Context: an optimization exercise on an open-source flow, tuned for small area. The choices shown serve that exercise and are no tape-out recipe.
The RTL was checked by simulation tests, not by an equivalence proof against the original design.
Power and IR drop assume default switching activity.

==> design.v <==
package dev_pkg;
    typedef logic [31:0] addr_t;            
    typedef logic [31:0] data_t;            
    typedef logic [3:0]  be_t;              
    typedef logic [7:0]  page_t;            
    localparam page_t UART_PAGE = 8'hC0;    
    localparam page_t DSA_PAGE  = 8'hC4;    
    localparam logic [1:0] UART_REG_TX     = 2'd0;
    localparam logic [1:0] UART_REG_STATUS = 2'd1;
    localparam int DSA_WORDS = 16;
    typedef enum logic [1:0] {
        IDLE,                               
        START,                              
        DATA,                               
        STOP                                
    } uart_state_t;
endpackage
module dev_bus_ctrl #(
    parameter int RST_CYCLES = 8            
) (
    input  logic           clk,
    input  logic           usr_reset,
    input  logic           wb_cyc_i,
    input  logic           wb_stb_i,
    input  dev_pkg::addr_t wb_adr_i,
    input  logic           wb_ack_i,        
    output logic           rst_o,
    output logic           uart_sel_o,
    output logic           dsa_sel_o,
    output logic           unmapped_ack_o
);
    logic [RST_CYCLES-1:0] rst_sr;          
    dev_pkg::page_t        page;
    logic                  req;             
    logic                  hit_uart;
    logic                  hit_dsa;
    always_ff @(posedge clk) begin
        if (usr_reset) begin
            rst_sr <= '1;                   
        end else begin
            rst_sr <= {rst_sr[RST_CYCLES-2:0], 1'b0};
        end
    end
    assign rst_o = usr_reset | rst_sr[RST_CYCLES-1];
    assign page     = wb_adr_i[31:24];
    assign hit_uart = (page == dev_pkg::UART_PAGE);
    assign hit_dsa  = (page == dev_pkg::DSA_PAGE);
    assign req = wb_cyc_i & wb_stb_i & ~wb_ack_i & ~rst_o;
    assign uart_sel_o = req & hit_uart;
    assign dsa_sel_o  = req & hit_dsa;
    always_ff @(posedge clk) begin
        if (rst_o) begin
            unmapped_ack_o <= 1'b0;
        end else begin
            unmapped_ack_o <= req & ~hit_uart & ~hit_dsa;
        end
    end
endmodule
module uart_tx_dev #(
    parameter int CLKS_PER_BIT = 16         
) (
    input  logic           clk,
    input  logic           rst_i,
    input  logic           sel_i,
    input  logic           we_i,
    input  logic [1:0]     reg_i,           
    input  dev_pkg::data_t wdata_i,
    output logic           ack_o,
    output dev_pkg::data_t rd_data_o,
    output logic           tx_o
);
    localparam int CNT_W = $clog2(CLKS_PER_BIT);
    dev_pkg::uart_state_t state;
    logic [CNT_W-1:0]     baud_cnt;         
    logic [2:0]           bit_idx;          
    logic [7:0]           shift_q;          
    logic                 busy;
    logic                 bit_end;          
    logic                 tx_req;           
    logic                 tx_wr;            
    assign busy    = (state != dev_pkg::IDLE);
    assign bit_end = busy && (baud_cnt == CNT_W'(CLKS_PER_BIT - 1));
    assign tx_req  = sel_i && we_i && (reg_i == dev_pkg::UART_REG_TX);
    assign tx_wr   = tx_req && !busy;
    always_ff @(posedge clk) begin
        if (rst_i) begin
            ack_o <= 1'b0;
        end else begin
            ack_o <= sel_i && (!tx_req || !busy);   
        end
    end
    always_ff @(posedge clk) begin
        if (sel_i && !we_i && (reg_i == dev_pkg::UART_REG_STATUS)) begin
            rd_data_o <= dev_pkg::data_t'(busy);
        end else begin
            rd_data_o <= '0;
        end
    end
    always_ff @(posedge clk) begin
        if (rst_i) begin
            state    <= dev_pkg::IDLE;
            baud_cnt <= '0;
            bit_idx  <= '0;
            tx_o     <= 1'b1;               
        end else begin
            baud_cnt <= (!busy || bit_end) ? '0 : baud_cnt + 1'b1;
            case (state)
                dev_pkg::IDLE:  if (tx_wr) state <= dev_pkg::START;
                dev_pkg::START: begin
                    if (bit_end) begin
                        state   <= dev_pkg::DATA;
                        bit_idx <= '0;
                    end
                end
                dev_pkg::DATA: begin
                    if (bit_end) begin
                        bit_idx <= bit_idx + 1'b1;
                        if (bit_idx == 3'd7) state <= dev_pkg::STOP;
                    end
                end
                default:        if (bit_end) state <= dev_pkg::IDLE;
            endcase
            tx_o <= (state == dev_pkg::START) ? 1'b0 :
                    (state == dev_pkg::DATA)  ? shift_q[0] : 1'b1;
        end
    end
    always_ff @(posedge clk) begin
        if (tx_wr) begin
            shift_q <= wdata_i[7:0];        
        end else if ((state == dev_pkg::DATA) && bit_end) begin
            shift_q <= {1'b0, shift_q[7:1]};
        end
    end
endmodule
module dsa_buffer_dev (
    input  logic           clk,
    input  logic           rst_i,
    input  logic           sel_i,
    input  logic           we_i,
    input  logic [3:0]     index_i,         
    input  dev_pkg::be_t   be_i,
    input  dev_pkg::data_t wdata_i,
    output logic           ack_o,
    output dev_pkg::data_t rd_data_o
);
    dev_pkg::data_t mem [dev_pkg::DSA_WORDS];   
    always_ff @(posedge clk) begin
        if (rst_i) begin
            ack_o <= 1'b0;
            for (int i = 0; i < dev_pkg::DSA_WORDS; i++) begin
                mem[i] <= '0;               
            end
        end else begin
            ack_o <= sel_i;                 
            if (sel_i && we_i) begin
                for (int b = 0; b < 4; b++) begin
                    if (be_i[b]) begin
                        mem[index_i][8*b +: 8] <= wdata_i[8*b +: 8];
                    end
                end
            end
        end
    end
    always_ff @(posedge clk) begin
        if (sel_i) begin
            rd_data_o <= we_i ? '0 : mem[index_i];   
        end
    end
endmodule
module dev_read_mux (
    input  logic           uart_ack_i,
    input  logic           dsa_ack_i,
    input  logic           unmapped_ack_i,   
    input  dev_pkg::data_t uart_data_i,
    input  dev_pkg::data_t dsa_data_i,
    output logic           ack_o,
    output dev_pkg::data_t rd_data_o
);
    assign ack_o = uart_ack_i | dsa_ack_i | unmapped_ack_i;
    always_comb begin
        if (uart_ack_i) begin
            rd_data_o = uart_data_i;
        end else if (dsa_ack_i) begin
            rd_data_o = dsa_data_i;
        end else begin
            rd_data_o = '0;                 
        end
    end
endmodule
module dev_bus_top #(
    parameter int RST_CYCLES   = 8,         
    parameter int CLKS_PER_BIT = 16         
) (
    input  logic           clk,
    input  logic           usr_reset,
    input  logic           wb_cyc_i,
    input  logic           wb_stb_i,
    input  logic           wb_we_i,
    input  dev_pkg::addr_t wb_adr_i,
    input  dev_pkg::be_t   wb_sel_i,
    input  dev_pkg::data_t wb_dat_i,
    output dev_pkg::data_t wb_dat_o,
    output logic           wb_ack_o,
    output logic           uart_tx_o
);
    logic           rst;                    
    logic           uart_sel;
    logic           dsa_sel;
    logic           unmapped_ack;
    logic           uart_ack;
    logic           dsa_ack;
    dev_pkg::data_t uart_rdata;
    dev_pkg::data_t dsa_rdata;
    dev_bus_ctrl #(
        .RST_CYCLES(RST_CYCLES)
    ) i_ctrl (
        .clk            (clk),
        .usr_reset      (usr_reset),
        .wb_cyc_i       (wb_cyc_i),
        .wb_stb_i       (wb_stb_i),
        .wb_adr_i       (wb_adr_i),
        .wb_ack_i       (wb_ack_o),         
        .rst_o          (rst),
        .uart_sel_o     (uart_sel),
        .dsa_sel_o      (dsa_sel),
        .unmapped_ack_o (unmapped_ack)
    );
    uart_tx_dev #(
        .CLKS_PER_BIT(CLKS_PER_BIT)
    ) i_uart (
        .clk       (clk),
        .rst_i     (rst),
        .sel_i     (uart_sel),
        .we_i      (wb_we_i),
        .reg_i     (wb_adr_i[3:2]),         
        .wdata_i   (wb_dat_i),
        .ack_o     (uart_ack),
        .rd_data_o (uart_rdata),
        .tx_o      (uart_tx_o)
    );
    dsa_buffer_dev i_dsa (
        .clk       (clk),
        .rst_i     (rst),
        .sel_i     (dsa_sel),
        .we_i      (wb_we_i),
        .index_i   (wb_adr_i[5:2]),         
        .be_i      (wb_sel_i),
        .wdata_i   (wb_dat_i),
        .ack_o     (dsa_ack),
        .rd_data_o (dsa_rdata)
    );
    dev_read_mux i_mux (
        .uart_ack_i     (uart_ack),
        .dsa_ack_i      (dsa_ack),
        .unmapped_ack_i (unmapped_ack),
        .uart_data_i    (uart_rdata),
        .dsa_data_i     (dsa_rdata),
        .ack_o          (wb_ack_o),
        .rd_data_o      (wb_dat_o)
    );
endmodule
==> run.sh <==
#!/bin/bash
# synth_recipe.tcl (not shown) runs the flow's synth.tcl, then flattens the netlist and writes it again
# the make line also repeats each setting of config.mk as NAME=value (left out here)
make -C /OpenROAD-flow-scripts/flow DESIGN_CONFIG=/design/flow/config.mk WORK_HOME=/design/flow/orfs CLKGATE_MAP_FILE= SYNTH_SCRIPT=/design/flow/synth_recipe.tcl finish
==> constraint.sdc <==
create_clock -name core_clock -period 4.0 [get_ports {clk}]
set_input_delay 0.8000 -clock core_clock [delete_from_list [all_inputs] [get_ports {clk}]]
set_output_delay 0.8000 -clock core_clock [all_outputs]
set_load 0.01 [all_outputs]
==> config.mk <==
export PLATFORM = sky130hd
export DESIGN_NAME = dev_bus_top
export DESIGN_NICKNAME = dev_bus_top
export VERILOG_FILES = /design/flow/design.v
export SDC_FILE = /design/flow/constraint.sdc
export NUM_CORES = 4
export LEC_CHECK = 0
export CAP_MARGIN = 20
export CORE_MARGIN = 2
export CORE_UTILIZATION = 40
export SLEW_MARGIN = 20
==> out/metrics.csv, run 1 <==
metric,value,unit
synthFlopType,edfxtp_1,
dpl.hpwl,38.45,mm
clock_latency,630,ps
die_h,253.4,µm
slew_headroom,41.76,%
fin_hold_ws,407.0,ps
gp_congestion,0.7661,
grtUsageTotal,19.99,%
cp_slowest_cell,clkdlybuf4s50_1,
fmax,317.6,MHz
cts_root_buf,clkbuf_16,
synth_nets,1792,
hold_viol,0,
placed_cells,2614,
antenna_cells,0,
die_w,253.4,µm
rows,91,
grt_pass1_vias,15110,
cp_cell_sequence,nor2b_4 -> buf_4 -> and2_1 -> clkdlybuf4s50_1,
post_cts_resized,0,
cts_buffer_depth,3,
ir_worst_vdd,0.3614,mV
antenna_found_initial,2,
postCtsHoldBufs,0,
portBuffers,86,
hp-class,flip-flop to flip-flop,
drv_slew,0,
fin_cells,2722,
synth_edf_count,552,
reg2regPathDepth,6,
first_iter_violations,1454,
r2r-start,i_uart.ack_o,
slowest_delay,580,ps
synth.yosys.warnings,4,
setup-tns-final,0,ps
post-route-drc-count,0,
yosysTopAreaCell,edfxtp_1,
num_io_pins,107,
hp-start,i_ctrl.rst_sr[3],
tightestPinTransition,873.6,ps
grt_max_degree,69,
worst_hold_path.endpoint,i_ctrl.rst_sr[4],
routedWlPerCell,23.07,µm
clkSlewWorstSetupHoldPaths,60,ps
status,"complete, no violations",
yosysTopAreaCellShare,66.65,%
cts_max_level,2,
path_class,flip-flop to primary output,
setup_viol,0,
holdPathStages,1,
preCtsSetupSlack,550.5,ps
start_util,40.37,%
fin_crit_sh,78.73,%
first_pass_iters,5,
path_max_fanout,31,
ys_top_cells_by_count,"edfxtp_1 (552), nor2_1 (522), mux4_2 (128)",
cts_tree,built,
critPathLaunchType,flip-flop,
syn_area_per_cell,14.52,µm²
ys_seq_area_share,68.42,%
end_kind,primary output,
synth-async-reset-ratio,0,%
syn_area,24870,µm²
skew,19.54,ps
r2r-end,i_dsa.mem[6][29],
post-cts-setup-buffers,0,
rrSetupSlack,1400,ps
gr-total-overflow,0,
maxCapViolCount,0,
numCtsBuffers,60,
synthCells,1713,
routed_via_density,5.354,
routed_wl,62.81,mm
grt_pass1_wl,93.82,mm
core_area,61600,µm²
total_power,12.01,mW
powerDensity,415.3,nW/µm²
period_minus_slack,3149,ps
cellLeakagePower,10.87,nW
syn2layout_area_growth,16.32,%
drive_gt1_share,19.47,%
ys_types,45,
cp.required,3200,ps
synth_seq_cells,574,
drt.antenna.violating_nets,0,
clkSinkCount,574,
nets,1918,
yosysMostFrequentCell,edfxtp_1,
synth_area_leaders,"edfxtp_1 (67%), mux4_2 (12%), nor2_1 (7.9%)",
rsz0062_at_grt,false,
worst_slack,850.9,ps
cp.arrival,2350,ps
vias,14570,
dieArea,64190,µm²
how the worst max path moves through the flow:
stage | from | endpoint | slack (ps) | depth (start not counted)
detailed placement | usr_reset | i_dsa.mem[2][15] | 550 | 8
finish | i_dsa.ack_o | wb_dat_o[8] | 850 | 4
CTS | i_dsa.ack_o | wb_dat_o[12] | 790 | 4
global route | i_dsa.ack_o | wb_dat_o[8] | 720 | 4
global placement | usr_reset | i_dsa.mem[2][8] | 580 | 8
floorplan | wb_adr_i[2] | i_dsa.mem[10][0] | 1160 | 6
sequential cells by signal, indices dropped and copies added, names as in the netlist:
name	cells
i_uart.rd_data_o	1
i_uart.bit_idx	3
i_uart.shift_q	8
i_uart.baud_cnt	4
i_uart.tx_o	1
i_dsa.rd_data_o	32
i_ctrl.unmapped_ack_o	1
i_ctrl.rst_sr	8
i_uart.state	2
i_dsa.ack_o	1
i_dsa.mem	512
i_uart.ack_o	1
metrics by stage:
step | utilization, % | area, µm²
2_1_floorplan | - | 24870
6_report | 46.96 | 28930
4_1_cts | 46.96 | 28930
3_3_place_gp | 44.11 | 27170
3_5_place_dp | 44.11 | 27170
5_1_grt | 46.96 | 28930
kinds of logic after synthesis:
family,count (synthesis),synth area share [%]
buffers and inverters,156,2.777
DFF,574,68.42
muxes,200,14.52
adders and majority gates,6,0.3018
and+or+nand+nor,667,11.53
xor gates and xnor gates,2,0.07045
AOI/OAI and AO/OA,108,2.380
critical path, delay by kind of cell, from the launching register on:
kind / cells / cell delay [ps]
flops: 1 / 370
buf+inv: 2 / 990
simple gates: 2 / 350
cell type report:
cell class                 count  area, µm²
sequential                   574      17020
multi-input combinational    983       7179
timing repair buffer         209       1887
inverter                      11      41.29
fill                        5412      32670
tap                          837       1047
clock buffer                  75       1568
clock inverter                33      190.2
placed cells by master (no fill, tap or decap), types with 3 or more instances in the layout:
cell,n
nand4_1,7
nand2_1,49
mux4_2,128
nor2b_1,4
nand2b_1,3
o21ai_0,68
or2_2,9
mux2i_1,65
mux2_2,7
clkdlybuf4s50_1,83
o22ai_1,32
clkbuf_16,60
nor2_1,521
clkinv_2,11
clkinv_1,17
a21oi_1,4
dfxtp_1,22
buf_4,116
nor3_1,3
and2_1,33
edfxtp_1,552
nand4_2,5
nand3_1,9
inv_1,11
clkbuf_1,14
nand4_4,4
ha_1,6
nand3_2,3
buf_12,8
report_power, final:
part / total [mW] / leakage (nW) / internal (mW) / switching, mW
sequential: 6.50 / 6.87 / 6.50 / 0.00276
combinational: 0.400 / 3.14 / 0.137 / 0.263
clock: 5.11 / 0.863 / 2.82 / 2.29
per-layer routing:
metal	vias up	wire, µm	track usage [%]
li1	6550	-	-
met5	-	13	0
met4	2	1626	6.188
met1	7420	25930	27.14
met2	493	30650	32.70
met3	109	4584	3.731
==> run 2, diff against run 1 <==
==> design.v (replaced) <==
package dev_pkg;
    typedef logic [31:0] addr_t;            
    typedef logic [31:0] data_t;            
    typedef logic [3:0]  be_t;              
    typedef logic [7:0]  page_t;            
    localparam page_t UART_PAGE = 8'hC0;    
    localparam page_t DSA_PAGE  = 8'hC4;    
    localparam logic [1:0] UART_REG_TX     = 2'd0;
    localparam logic [1:0] UART_REG_STATUS = 2'd1;
    localparam int DSA_WORDS = 16;
    typedef enum logic [1:0] {
        IDLE,                               
        START,                              
        DATA,                               
        STOP                                
    } uart_state_t;
endpackage
module dev_bus_top (
    input  logic           clk,
    input  logic           usr_reset,
    input  logic           wb_cyc_i,
    input  logic           wb_stb_i,
    input  logic           wb_we_i,
    input  dev_pkg::addr_t wb_adr_i,
    input  dev_pkg::be_t   wb_sel_i,
    input  dev_pkg::data_t wb_dat_i,
    output dev_pkg::data_t wb_dat_o,
    output logic           wb_ack_o,
    output logic           uart_tx_o
);
    logic       rst_act;
    logic [2:0] rst_idx;
    logic       rst;
    always_ff @(posedge clk) begin
        if (usr_reset) begin
            rst_act <= 1'b1;
            rst_idx <= 3'd7;
        end else begin
            rst_act <= rst_act & (rst_idx != 3'd0);
            rst_idx <= rst_idx - 3'd1;
        end
    end
    assign rst = usr_reset | rst_act;
    logic ack_q;
    logic req;
    logic hit_uart;
    logic hit_dsa;
    logic uart_tx_req;
    logic uart_busy;
    assign hit_uart    = (wb_adr_i[31:24] == dev_pkg::UART_PAGE);
    assign hit_dsa     = (wb_adr_i[31:24] == dev_pkg::DSA_PAGE);
    assign req         = wb_cyc_i & wb_stb_i & ~ack_q & ~rst;
    assign uart_tx_req = hit_uart & wb_we_i & (wb_adr_i[3:2] == dev_pkg::UART_REG_TX);
    always_ff @(posedge clk) begin
        ack_q <= req & ~(uart_tx_req & uart_busy);
    end
    assign wb_ack_o = ack_q;
    logic [9:0] tx_sr;
    logic [3:0] baud_cnt;
    logic       bit_end;
    logic       tx_wr;
    logic       tx_q;
    logic       busy_q;
    assign uart_busy = |tx_sr;
    assign bit_end   = (baud_cnt == 4'd15);
    assign tx_wr     = req & uart_tx_req & ~uart_busy;
    always_ff @(posedge clk) begin
        if (rst) begin
            tx_sr <= '0;
        end else if (tx_wr) begin
            tx_sr <= {1'b1, wb_dat_i[7:0], 1'b0};
        end else if (bit_end) begin
            tx_sr <= {1'b0, tx_sr[9:1]};
        end
    end
    always_ff @(posedge clk) begin
        baud_cnt <= uart_busy ? baud_cnt + 4'd1 : 4'd0;
        tx_q     <= rst | tx_sr[0] | ~(|tx_sr[9:1]);
        busy_q   <= uart_busy;                  
    end
    assign uart_tx_o = tx_q;
    logic [31:0] mem [16];
    logic [31:0] wdata;
    logic        dsa_wr;
    assign dsa_wr = req & hit_dsa & wb_we_i;
    assign wdata  = rst_act ? 32'd0 : wb_dat_i;
    always_ff @(posedge clk) begin
        for (int w = 0; w < 16; w++) begin
            for (int b = 0; b < 4; b++) begin
                if ((dsa_wr & (wb_adr_i[5:2] == 4'(w)) & wb_sel_i[b]) |
                    (rst_act & (rst_idx == 3'(w / 2)))) begin
                    mem[w][8*b +: 8] <= wdata[8*b +: 8];
                end
            end
        end
    end
    logic dsa_rd;
    logic stat_rd;
    assign dsa_rd  = hit_dsa & ~wb_we_i;
    assign stat_rd = hit_uart & ~wb_we_i & (wb_adr_i[3:2] == dev_pkg::UART_REG_STATUS);
    assign wb_dat_o = ({32{dsa_rd}} & mem[wb_adr_i[5:2]]) | {31'd0, stat_rd & busy_q};
endmodule
==> out/metrics.csv, run 2 <==
metric,value,unit
end_kind,primary output,
dieArea,55880,µm²
cts_buffer_depth,3,
die_w,236.4,µm
cp.required,3200,ps
hp-class,flip-flop to flip-flop,
cts_max_level,2,
antenna_found_initial,1,
reg2regPathDepth,7,
crit_buf_inv,7,
first_pass_iters,6,
cts_tree,built,
drt.antenna.violating_nets,0,
grtUsageTotal,25.82,%
maxCapViolCount,0,
cp.arrival,3150,ps
worst_hold_path.endpoint,rst_idx[0],
path_class,input pin to primary output,
cts_root_buf,clkbuf_16,
start_util,40.30,%
setup-tns-final,0,ps
path_depth,11,
stdcell_area,26360,µm²
ir_worst_vdd,0.4939,mV
nets,1757,
worst_slack,52.44,ps
ys_types,76,
routed_wl,73.22,mm
cp_slowest_cell,clkdlybuf4s50_1,
synth_seq_cells,533,
rrSetupSlack,1440,ps
numCtsBuffers,55,
mostFrequentLayoutCells,"edfxtp_1 (512), buf_4 (207), o21ai_0 (121)",
setup_viol,0,
tightestPinTransition,1189,ps
fin_cells,2422,
skew,23.59,ps
post-cts-setup-buffers,0,
rows,85,
grt_max_degree,41,
routed_via_density,6.066,
yosysTopAreaCellShare,71.18,%
synth-async-reset-ratio,0,%
hold_viol,0,
fin_crit_sh,98.69,%
synthCells,1410,
status,"complete, no violations",
grt_pass1_vias,14110,
portBuffers,86,
clock_latency,620,ps
clkSlewWorstSetupHoldPaths,50,ps
final_common_cell,edfxtp_1,
total_power,12.29,mW
synth.yosys.warnings,2,
post-route-drc-count,0,
num_io_pins,107,
powerDensity,466.4,nW/µm²
core_area,53600,µm²
yosysMostFrequentCell,edfxtp_1,
synth_nets,1489,
path_max_fanout,15,
placed_area,24610,µm²
ys_seq_area_share,73.12,%
yosysTopAreaCell,edfxtp_1,
r2r-end,mem[9][3],
vias,14690,
preCtsSetupSlack,-118.0,ps
regMostFlops,mem,
clkSinkCount,533,
dpl.hpwl,48.33,mm
largest_register_ffs,512,
slew_headroom,20.60,%
gp_congestion,0.9192,
synth_area_leaders,"edfxtp_1 (71%), o21ai_0 (2.8%), mux2i_1 (2.7%)",
path_delay_family,buffers and inverters,
slowest_delay,460,ps
synth_edf_count,512,
grt_pass1_wl,102.3,mm
period_minus_slack,3948,ps
crit_top_cell,buf_4,
syn_area,21600,µm²
gr-total-overflow,0,
drv_slew,0,
reg_top3,"mem: 512 flops, tx_sr: 10 flops, baud_cnt: 4 flops",
ys_top_cells_by_count,"edfxtp_1 (512), o21ai_0 (121), nand2_1 (72)",
holdPathStages,1,
hp-start,rst_idx[0],
syn2layout_area_growth,22.01,%
drive_gt1_share,20.87,%
first_iter_violations,2185,
die_h,236.4,µm
cp_cell_sequence,buf_4 -> buf_8 -> inv_1 -> buf_4 -> nand2_1 -> buf_4 -> o22ai_1 -> a2111oi_2 -> a21oi_2 -> buf_4 -> clkdlybuf4s50_1,
placed_cells,2317,
fmax,253.3,MHz
syn_area_per_cell,15.32,µm²
critPathLaunchType,input pin,
cellLeakagePower,9.069,nW
r2r-start,rst_act,
routedWlPerCell,30.23,µm
synthFlopType,edfxtp_1,
run 2: cell count changes after synthesis, moves of 39 or more:
cell,before,now
nor2b_1,5,44
nor2_1,522,52
clkbuf_1,67,25
mux4_2,128,3
a22oi_1,0,56
o21ai_0,68,121
a21oi_1,4,55
edfxtp_1,552,512
run 2: report_power, final:
| part | total [mW] | internal, mW | switching, mW |
|---|---|---|---|
| Clock | 4.93 | 2.82 | 2.11 |
| Sequential | 6.34 | 6.29 | 0.0500 |
| Combinational | 1.02 | 0.365 | 0.656 |
| Total | 12.3 | 9.48 | 2.81 |
run 2: how the worst max path moves through the flow:
| stage | slack (ps) | startpoint | to |
|---|---|---|---|
| after detailed placement | -120 | wb_adr_i[5] | wb_dat_o[6] |
| final | 50 | wb_adr_i[5] | wb_dat_o[6] |
| after global placement | -160 | wb_adr_i[5] | wb_dat_o[6] |
| after global routing | -30 | wb_adr_i[5] | wb_dat_o[6] |
| after floorplan | 1110 | wb_adr_i[2] | wb_dat_o[13] |
| after CTS | 10 | wb_adr_i[2] | wb_dat_o[22] |
run 2: what timing repair did:
item | in CTS | in global routing
endpoints found under the setup margin | 3 | 6
endpoints found under the hold margin | 0 | 0
pin swaps | 0 | 0
resized for setup | 5 | 7
hold buffers | 0 | 0
cloned | 0 | 0
run 2: final cells by class:
cell class | count | area [µm²]
antenna | 1 | 2.502
sequential | 533 | 15800
clock buffer | 80 | 1480
fill | 4644 | 27250
tap | 696 | 870.8
clock inverter | 24 | 221.5
multi-input combinational | 773 | 5298
inverter | 12 | 45.04
timing repair buffer | 303 | 2641
run 2: logic make-up after synthesis:
logic type               synth area share [%]
XOR/XNOR                               0.1217
multiplexers                            4.611
AND/OR/NAND/NOR                         6.250
AO/OA/AOI/OAI                           13.02
buffers and inverters                   2.531
flip-flops                              73.12
adder cells (fa/ha/maj)                0.3475
run 2: through the flow:
stage | hold slack, ps | util, %
CTS | 455.3 | 49.11
global route | 466.3 | 49.16
global placement | 419.9 | 45.91
detailed placement | 440.5 | 45.91
floorplan | 403.4 | -
finish | 449.5 | 49.17
run 2: routing by layer:
layer | vias up | wire length, µm | track usage [%]
li1 | 6179 | - | -
met1 | 7406 | 29470 | 35.97
met2 | 952 | 33280 | 40.42
met3 | 154 | 7704 | 4.564
met4 | 0 | 2757 | 10.07
met5 | - | 0 | 0
==> run 3, diff against run 2 <==
--- a/design.v
+++ b/design.v
@@ -81,15 +81,19 @@
     assign uart_tx_o = tx_q;
-    logic [31:0] mem [16];
+    logic [31:0] slot_q [16];
+    logic        phase;
     logic [31:0] wdata;
     logic        dsa_wr;
-    assign dsa_wr = req & hit_dsa & wb_we_i;
+    assign phase  = rst_idx[0];
+    assign dsa_wr = wb_cyc_i & wb_stb_i & hit_dsa & wb_we_i & (wb_adr_i[2] ^ phase);
     assign wdata  = rst_act ? 32'd0 : wb_dat_i;
     always_ff @(posedge clk) begin
-        for (int w = 0; w < 16; w++) begin
+        for (int k = 0; k < 8; k++) begin
             for (int b = 0; b < 4; b++) begin
-                if ((dsa_wr & (wb_adr_i[5:2] == 4'(w)) & wb_sel_i[b]) |
-                    (rst_act & (rst_idx == 3'(w / 2)))) begin
-                    mem[w][8*b +: 8] <= wdata[8*b +: 8];
+                if (rst_act | (dsa_wr & (wb_adr_i[5:3] == 3'(k)) & wb_sel_i[b])) begin
+                    slot_q[2*k][8*b +: 8] <= wdata[8*b +: 8];
+                end else begin
+                    slot_q[2*k][8*b +: 8] <= slot_q[2*k+1][8*b +: 8];
                 end
             end
+            slot_q[2*k+1] <= slot_q[2*k];
         end
@@ -100,3 +104,3 @@
     assign stat_rd = hit_uart & ~wb_we_i & (wb_adr_i[3:2] == dev_pkg::UART_REG_STATUS);
-    assign wb_dat_o = ({32{dsa_rd}} & mem[wb_adr_i[5:2]]) | {31'd0, stat_rd & busy_q};
+    assign wb_dat_o = ({32{dsa_rd}} & slot_q[{wb_adr_i[5:3], wb_adr_i[2] ^ phase}]) | {31'd0, stat_rd & busy_q};
 endmodule
==> out/metrics.csv, run 3 <==
metric,value,unit
synth-async-reset-ratio,0,%
rrSetupSlack,1240,ps
first_pass_iters,6,
drive_gt1_share,16.33,%
die_h,226.0,µm
synthCells,2213,
syn_area,19710,µm²
path_delay_family,buffers and inverters,
num_io_pins,107,
crit_buf_inv,4,
routed_via_density,5.738,
drv_slew,0,
drt.antenna.violating_nets,0,
gr-total-overflow,0,
preCtsSetupSlack,-326.9,ps
synth_area_leaders,"dfxtp_1 (54%), nand2_1 (11%), a21oi_1 (8.0%)",
grtUsageTotal,29.20,%
reg_top3,"slot_q: 512 flops, tx_sr: 10 flops, baud_cnt: 4 flops",
num-fill-cells,4437,
rows,81,
ys_top_cells_by_count,"nand2_1 (602), dfxtp_1 (533), a21oi_1 (314)",
hold_viol,0,
yosysTopAreaCellShare,54.14,%
critPathLaunchType,input pin,
slowest_delay,570,ps
syn_area_per_cell,8.905,µm²
ir_worst_vdd,0.2960,mV
grt_max_degree,129,
cp.arrival,3160,ps
r2r-end,slot_q[4][4],
worst_hold_path.endpoint,slot_q[5][7],
largest_register_ffs,512,
fin_cells,3083,
synth_edf_count,0,
core_area,48750,µm²
worst_slack,36.97,ps
cts_buffer_depth,3,
hp-start,slot_q[4][7],
fin_crit_sh,99.08,%
numCtsBuffers,54,
ys_types,79,
routedWlPerCell,24.48,µm
maxCapViolCount,0,
clock_latency,620,ps
gp_congestion,0.8887,
yosysTopAreaCell,dfxtp_1,
post-route-drc-count,0,
tightestPinTransition,829.0,ps
cp_cell_sequence,clkdlybuf4s50_1 -> or4b_4 -> nor3_4 -> buf_4 -> buf_16 -> o21ai_0 -> a31oi_1 -> dlygate4sd2_1,
fmax,252.3,MHz
mostFrequentLayoutCells,"nand2_1 (600), dfxtp_1 (532), a21oi_1 (314)",
dpl.hpwl,48.96,mm
setup_viol,0,
portBuffers,86,
start_util,40.43,%
stdcell_area,24520,µm²
placed_area,22270,µm²
antenna_cells,0,
synth_seq_cells,533,
ys_seq_area_share,54.14,%
syn2layout_area_growth,24.40,%
vias,17690,
nets,2455,
skew,27.96,ps
antenna_found_initial,1,
clkSinkCount,533,
r2r-start,rst_idx[0],
status,"complete, no violations",
placed_cells,2972,
hp-class,flip-flop to flip-flop,
clkSlewWorstSetupHoldPaths,70,ps
final_common_cell,nand2_1,
cp_slowest_cell,or4b_4,
post-route-util,50.29,%
synthFlopType,dfxtp_1,
cts_root_buf,clkbuf_16,
holdPathStages,0,
grt_pass1_wl,110.1,mm
routed_wl,75.48,mm
regMostFlops,slot_q,
powerDensity,468.1,nW/µm²
rsz0062_at_grt,false,
slew_headroom,44.73,%
end_kind,primary output,
cts_tree,built,
die_w,226.0,µm
path_max_fanout,14,
path_class,input pin to primary output,
dieArea,51060,µm²
period_minus_slack,3963,ps
cts_max_level,2,
synth_nets,2289,
reg2regPathDepth,8,
cellLeakagePower,8.649,nW
first_iter_violations,2697,
yosysMostFrequentCell,nand2_1,
grt_pass1_vias,16840,
cp.required,3200,ps
synth.yosys.warnings,2,
run 3: cell count changes after synthesis, sizes merged, moves of 17 or more:
cell / before / now
nand2: 77 / 602
dfxtp: 21 / 533
edfxtp: 512 / 0
a21oi: 55 / 314
o21ai: 121 / 57
clkbuf: 29 / 83
nor2b: 46 / 12
buf: 63 / 90
o22ai: 32 / 7
or2: 2 / 24
mux2i: 59 / 42
run 3: logic make-up (layout without fill, tap and decap cells):
family,after synthesis,after routing,synth area share (%)
flops,533,533,54.14
buf+inv,187,393,4.273
compound gates,594,594,18.76
xor+xnor,4,4,0.1778
fa+ha+maj,3,3,0.1905
mux,75,75,4.304
simple gates,817,817,18.15
run 3: how the worst max path moves through the flow:
stage / to / startpoint / cells past startpoint / slack, ps
final: wb_dat_o[8] / wb_adr_i[25] / 8 / 40
after global routing: wb_dat_o[8] / wb_adr_i[25] / 8 / 20
after CTS: wb_dat_o[0] / wb_adr_i[2] / 10 / -90
after detailed placement: wb_dat_o[19] / wb_adr_i[2] / 10 / -330
after global placement: wb_dat_o[19] / wb_adr_i[2] / 10 / -330
after floorplan: wb_dat_o[17] / wb_adr_i[3] / 7 / 890
run 3: worst reg2reg max path: cells and delay by family, from the launching register on:
kind | cells | cell delay, ps
AND/OR/NAND/NOR | 3 | 1150
AO/OA/AOI/OAI | 1 | 80
buffers and inverters | 3 | 510
flip-flops | 1 | 610
XOR/XNOR | 1 | 260
run 3: area by class of cell:
cell class	count	area, µm²	area share, %
inverters	14	52.55	0.2144
flip-flops and latches	533	10670	43.54
clock buffers	77	1569	6.400
well taps	664	830.8	3.389
clock inverters	19	311.5	1.271
repair buffers	283	2700	11.01
multi-input cells	1493	8378	34.17
run 3: repair_timing:
item	in CTS	in global routing
resized for setup	59	18
pin swaps	7	2
gates cloned	3	0
buffers inserted	9	3
hold buffers	0	0
endpoints found under the setup margin	32	13
run 3: power breakdown:
part | internal [mW] | leakage (nW) | switching, mW
registers | 5.31 | 4.29 | 0.00493
logic | 0.302 | 3.44 | 0.466
clock network | 3.23 | 0.919 | 2.16
run 3: routing by layer:
metal / vias up / GRT usage [%] / wire, µm
li1: 7990 / - / -
met1: 8523 / 39.85 / 31360
met5: - / 0 / 0
met4: 0 / 12.84 / 3096
met3: 191 / 5.764 / 7572
met2: 985 / 44.76 / 33450
run 3: metrics by stage:
stage               total power [mW]  TNS (ps)  hold slack [ps]
floorplan                      5.743         0            322.6
global placement               6.121     -5905            324.9
detailed placement             6.122     -5956            332.8
CTS                            11.48    -165.7            328.0
global route                   11.75         0            335.4
finish                         11.48         0            325.9
==> run 4, diff against run 3 <==
--- a/design.v
+++ b/design.v
@@ -17,2 +17,17 @@
 endpackage
+module dsa_port_bit (
+    input  logic wr_i,
+    input  logic wdata_i,
+    input  logic prev_i,
+    output logic d_o
+);
+    assign d_o = wr_i ? wdata_i : prev_i;
+endmodule
+module dev_rd_bit (
+    input  logic [15:0] d_i,
+    input  logic [15:0] sel_i,
+    output logic        q_o
+);
+    assign q_o = |(d_i & sel_i);
+endmodule
 module dev_bus_top (
@@ -81,26 +96,58 @@
     assign uart_tx_o = tx_q;
-    logic [31:0] slot_q [16];
-    logic        phase;
+    logic [31:0] ring [16];
+    logic [3:0]  rot;
+    logic [3:0]  slot;                      
     logic [31:0] wdata;
     logic        dsa_wr;
-    assign phase  = rst_idx[0];
-    assign dsa_wr = wb_cyc_i & wb_stb_i & hit_dsa & wb_we_i & (wb_adr_i[2] ^ phase);
+    always_ff @(posedge clk) begin
+        rot <= rot + 4'd1;
+    end
+    assign slot   = wb_adr_i[5:2] + rot;
+    assign dsa_wr = wb_cyc_i & wb_stb_i & hit_dsa & wb_we_i & ~slot[0];
     assign wdata  = rst_act ? 32'd0 : wb_dat_i;
-    always_ff @(posedge clk) begin
-        for (int k = 0; k < 8; k++) begin
-            for (int b = 0; b < 4; b++) begin
-                if (rst_act | (dsa_wr & (wb_adr_i[5:3] == 3'(k)) & wb_sel_i[b])) begin
-                    slot_q[2*k][8*b +: 8] <= wdata[8*b +: 8];
-                end else begin
-                    slot_q[2*k][8*b +: 8] <= slot_q[2*k+1][8*b +: 8];
+    logic [31:0] ring_d [16];                
+    for (genvar q = 0; q < 16; q++) begin : g_slot
+        if (q % 2 == 1) begin : g_port
+            logic [3:0] wr;
+            for (genvar b = 0; b < 4; b++) begin : g_lane
+                assign wr[b] = rst_act | (dsa_wr & (slot[3:1] == 3'(q / 2)) & wb_sel_i[b]);
+                for (genvar i = 0; i < 8; i++) begin : g_bit
+                    dsa_port_bit i_bit (
+                        .wr_i    (wr[b]),
+                        .wdata_i (wdata[8*b + i]),
+                        .prev_i  (ring[(q + 15) % 16][8*b + i]),
+                        .d_o     (ring_d[q][8*b + i])
+                    );
                 end
             end
-            slot_q[2*k+1] <= slot_q[2*k];
+        end else begin : g_pass
+            assign ring_d[q] = ring[(q + 15) % 16];
         end
     end
-    logic dsa_rd;
-    logic stat_rd;
+    always_ff @(posedge clk) begin
+        for (int q = 0; q < 16; q++) begin
+            ring[q] <= ring_d[q];
+        end
+    end
+    logic        dsa_rd;
+    logic        stat_rd;
+    logic [15:0] rd_sel;
+    logic [31:0] rd_data;
     assign dsa_rd  = hit_dsa & ~wb_we_i;
     assign stat_rd = hit_uart & ~wb_we_i & (wb_adr_i[3:2] == dev_pkg::UART_REG_STATUS);
-    assign wb_dat_o = ({32{dsa_rd}} & slot_q[{wb_adr_i[5:3], wb_adr_i[2] ^ phase}]) | {31'd0, stat_rd & busy_q};
+    for (genvar q = 0; q < 16; q++) begin : g_rsel
+        assign rd_sel[q] = dsa_rd & (slot == 4'(q));
+    end
+    for (genvar i = 0; i < 32; i++) begin : g_rd
+        logic [15:0] col;
+        for (genvar q = 0; q < 16; q++) begin : g_col
+            assign col[q] = ring[q][i];
+        end
+        dev_rd_bit i_bit (
+            .d_i   (col),
+            .sel_i (rd_sel),
+            .q_o   (rd_data[i])
+        );
+    end
+    assign wb_dat_o = rd_data | {31'd0, stat_rd & busy_q};
 endmodule
--- a/config.mk
+++ b/config.mk
@@ -11 +11,3 @@
 export SLEW_MARGIN = 20
+export SYNTH_HIERARCHICAL = 1
+export SYNTH_MINIMUM_KEEP_SIZE = 0
==> out/metrics.csv, run 4 <==
metric,value,unit
synthCells,1329,
cts_root_buf,clkbuf_16,
routedWlPerCell,24.03,µm
antenna_found_initial,1,
power_frac_comb,1.8,%
cellLeakagePower,10.84,nW
post-route-drc-count,0,
p_sw,2.157,mW
synth_edf_count,0,
ir_worst_vdd,0.2954,mV
rsz0062_at_grt,true,
tightestPinTransition,787.3,ps
die_h,224.6,µm
placed_area,22860,µm²
end_kind,primary output,
cp.arrival,3380,ps
nets,1694,
skew,9.085,ps
clkSlewWorstSetupHoldPaths,60,ps
rows,80,
status,failed layout checks,
hold_viol,0,
postCtsHoldBufs,0,
hp-class,flip-flop to flip-flop,
fmax,239.3,MHz
synth_nets,1410,
synth.yosys.warnings,11,
mostFrequentLayoutCells,"dfxtp_1 (535), mux2_4 (256), a221oi_2 (128)",
drt.antenna.violating_nets,0,
num_io_pins,107,
clkSinkCount,537,
grt_max_degree,35,
ys_top_cells_by_count,"dfxtp_1 (537), mux2_4 (256), a221oi_2 (128), a22o_1 (128), nand4_1 (34)",
vias,12250,
syn_area,19460,µm²
regMostFlops,ring,
yosysMostFrequentCell,dfxtp_1,
powerDensity,424.3,nW/µm²
stdcell_area,25130,µm²
netSwitchingFraction,20.23,%
synthFlopType,dfxtp_1,
first_iter_violations,774,
synth_area_leaders,"dfxtp_1 (55%), mux2_4 (20%), a221oi_2 (9.9%)",
path_class,input pin to primary output,
wl_met2,25.01,mm
gr-total-overflow,0,
yosysTopAreaCellShare,55.24,%
fin_crit_sh,104.5,%
gp_congestion,0.8256,
routed_wl,54.52,mm
worst_slack,-178.7,ps
top_layer,met4,
internal_power,8.505,mW
drv_slew,0,
cp.required,3200,ps
drive_gt1_share,44.40,%
grt_pass1_vias,12970,
setup_viol,30,
sequentialPowerShare,50.6,%
met3_wirelength,2.547,mm
numCtsBuffers,53,
synth-async-reset-ratio,0,%
slew_headroom,47.41,%
reg_top3,"ring: 512 flops, tx_sr: 10 flops",
clock_latency,600,ps
start_util,40.67,%
critPathLaunchType,input pin,
syn_area_per_cell,14.64,µm²
syn2layout_area_growth,29.12,%
routed_via_density,5.398,
core_area,47850,µm²
path_max_fanout,6,
synth_seq_cells,537,
final_common_cell,dfxtp_1,
dieArea,50430,µm²
cts_max_level,2,
fin_hold_ws,342.9,ps
check.faults,setup timing,
cts_buffer_depth,3,
met1_length,25.52,mm
grtUsageTotal,21.65,%
ys_seq_area_share,55.24,%
largest_register_ffs,512,
ys_types,38,
yosysTopAreaCell,dfxtp_1,
dpl.hpwl,35.72,mm
maxCapViolCount,0,
setup-tns-final,-2780,ps
die_w,224.6,µm
total_power,10.66,mW
period_minus_slack,4179,ps
cts_tree,built,
grt_pass1_wl,81.85,mm
p_clk_share,47.6,%
first_pass_iters,5,
portBuffers,86,
[run 4: cell types whose count changed in the layout (fill, tap and decap cells not counted), moves of 48 or more]
| cell | delta |
|---|---|
| mux2_4 | +256 |
| o21ai_0 | -56 |
| a22oi_1 | -48 |
| buf_4 | -82 |
| nor2_1 | -50 |
| nand2_1 | -579 |
| a22o_1 | +107 |
| a221oi_2 | +122 |
| a21oi_1 | -312 |
[run 4: final timing paths]
check | from | end | slack (ps) | cells past startpoint
max | wb_adr_i[3] | wb_dat_o[0] | -180 | 13
min | ring[11][30] | ring[12][30] | 340 | 0
max reg2reg | rot[0] | ring[15][24] | 1070 | 13
min reg2reg | ring[11][30] | ring[12][30] | 340 | 0
[run 4: per-layer routing]
layer / up-vias / GRT usage (%)
met5: - / 0
met4: 0 / 7.648
met3: 94 / 3.540
met2: 315 / 34.64
met1: 6147 / 29.63
li1: 5693 / -
[run 4: worst max-delay path: stages]
cell,delay (ps)
dlygate4sd2_1,300
fa_2,450
xnor2_4,240
nor2_4,70
mux2i_4,200
buf_6,130
nor2_4,40
buf_12,130
a22o_4,220
a221oi_2,190
nand4_1,190
a31o_2,280
buf_6,120
[run 4: power by group through the flow]
stage	registers [mW]	logic, mW	clock network, mW
detailed placement	5.51	0.174	0
global route	5.39	0.203	5.37
CTS	5.39	0.190	5.17
global placement	5.51	0.172	0
floorplan	5.50	0.0717	0
finish	5.39	0.192	5.08
[run 4: final cells by class]
cell class                      count  area, µm²
Antenna cell                        1      2.502
Timing Repair Buffer              275       3126
Fill cell                        3984      22720
Sequential cell                   537      10750
Inverter                           10      37.54
Clock inverter                     16      183.9
Clock buffer                       79       1607
Multi-Input combinational cell    736       8651
Tap cell                          615      769.5
[run 4: through the flow]
| stage | cells | utilization [%] | worst slack (ps) |
|---|---|---|---|
| after CTS | 2268 | 52.47 | -143.7 |
| after global routing | 2269 | 52.52 | -255.1 |
| after floorplan | 1329 | - | -17.96 |
| after global placement | 2136 | 47.77 | -1224 |
| final | 2269 | 52.52 | -178.7 |
| after detailed placement | 2136 | 47.77 | -1308 |
[run 4: logic make-up (layout without fill, tap and decap cells)]
kind of cell | count (synthesis) | after routing | synth area share, %
other | 0 | 1 | 0
XOR/XNOR | 8 | 8 | 0.3600
flip-flops | 537 | 537 | 55.24
AO/OA/AOI/OAI | 301 | 301 | 17.33
buffers and inverters | 56 | 380 | 1.678
adder cells (fa/ha/maj) | 8 | 8 | 0.5529
AND/OR/NAND/NOR | 150 | 150 | 4.423
multiplexers | 269 | 269 | 20.42
[run 4: timing repair]
action / 4_1_cts / 5_1_grt
gates resized for setup: 192 / 14
setup buffers: 41 / 3
setup endpoints to repair: 32 / 32
cloned: 2 / 0
pin swaps: 57 / 21
[run 4: per-module statistics from Yosys (local to each module, per instance)]
module / area, µm² / cells inside / times used / flops+latches
dev_bus_top: 12370 / 785 / 1 / 537
dev_rd_bit: 101.3 / 9 / 32 / 0
dsa_port_bit: 15.01 / 1 / 256 / 0

==> port drivers added, routing unchanged <==
No port has a modelled driver above. Below, the same layouts with a new extraction and two added sets of constraints. Step 1, drivers: a clkbuf_16 drives clk and a buf_2 each remaining input, both assumed. Step 2 adds t to the input delays and takes it off the output delays; t is the mean of the earliest and latest rising clock arrival at the registers after step 1. Input paths then give back, and output paths get back, about the clock's delay inside the block. Slacks: no drivers / after step 1 / after step 2; pairs: no drivers / after step 1.
| run | shift t [ns] | setup slack, ns | worst setup path after step 2 |
|---|---|---|---|
| run 1 | 0.678 | 0.851 / 0.792 / 0.524 | input to register |
| run 2 | 0.663 | 0.052 / 0.012 / 0.012 | input to output |
| run 3 | 0.655 | 0.037 / 0.015 / 0.015 | input to output |
| run 4 | 0.641 | -0.179 / -0.265 / -0.265 | input to output |
The setup slack of run 1, which loses most, moves by -0.059 ns with the drivers and by -0.327 ns with both steps.
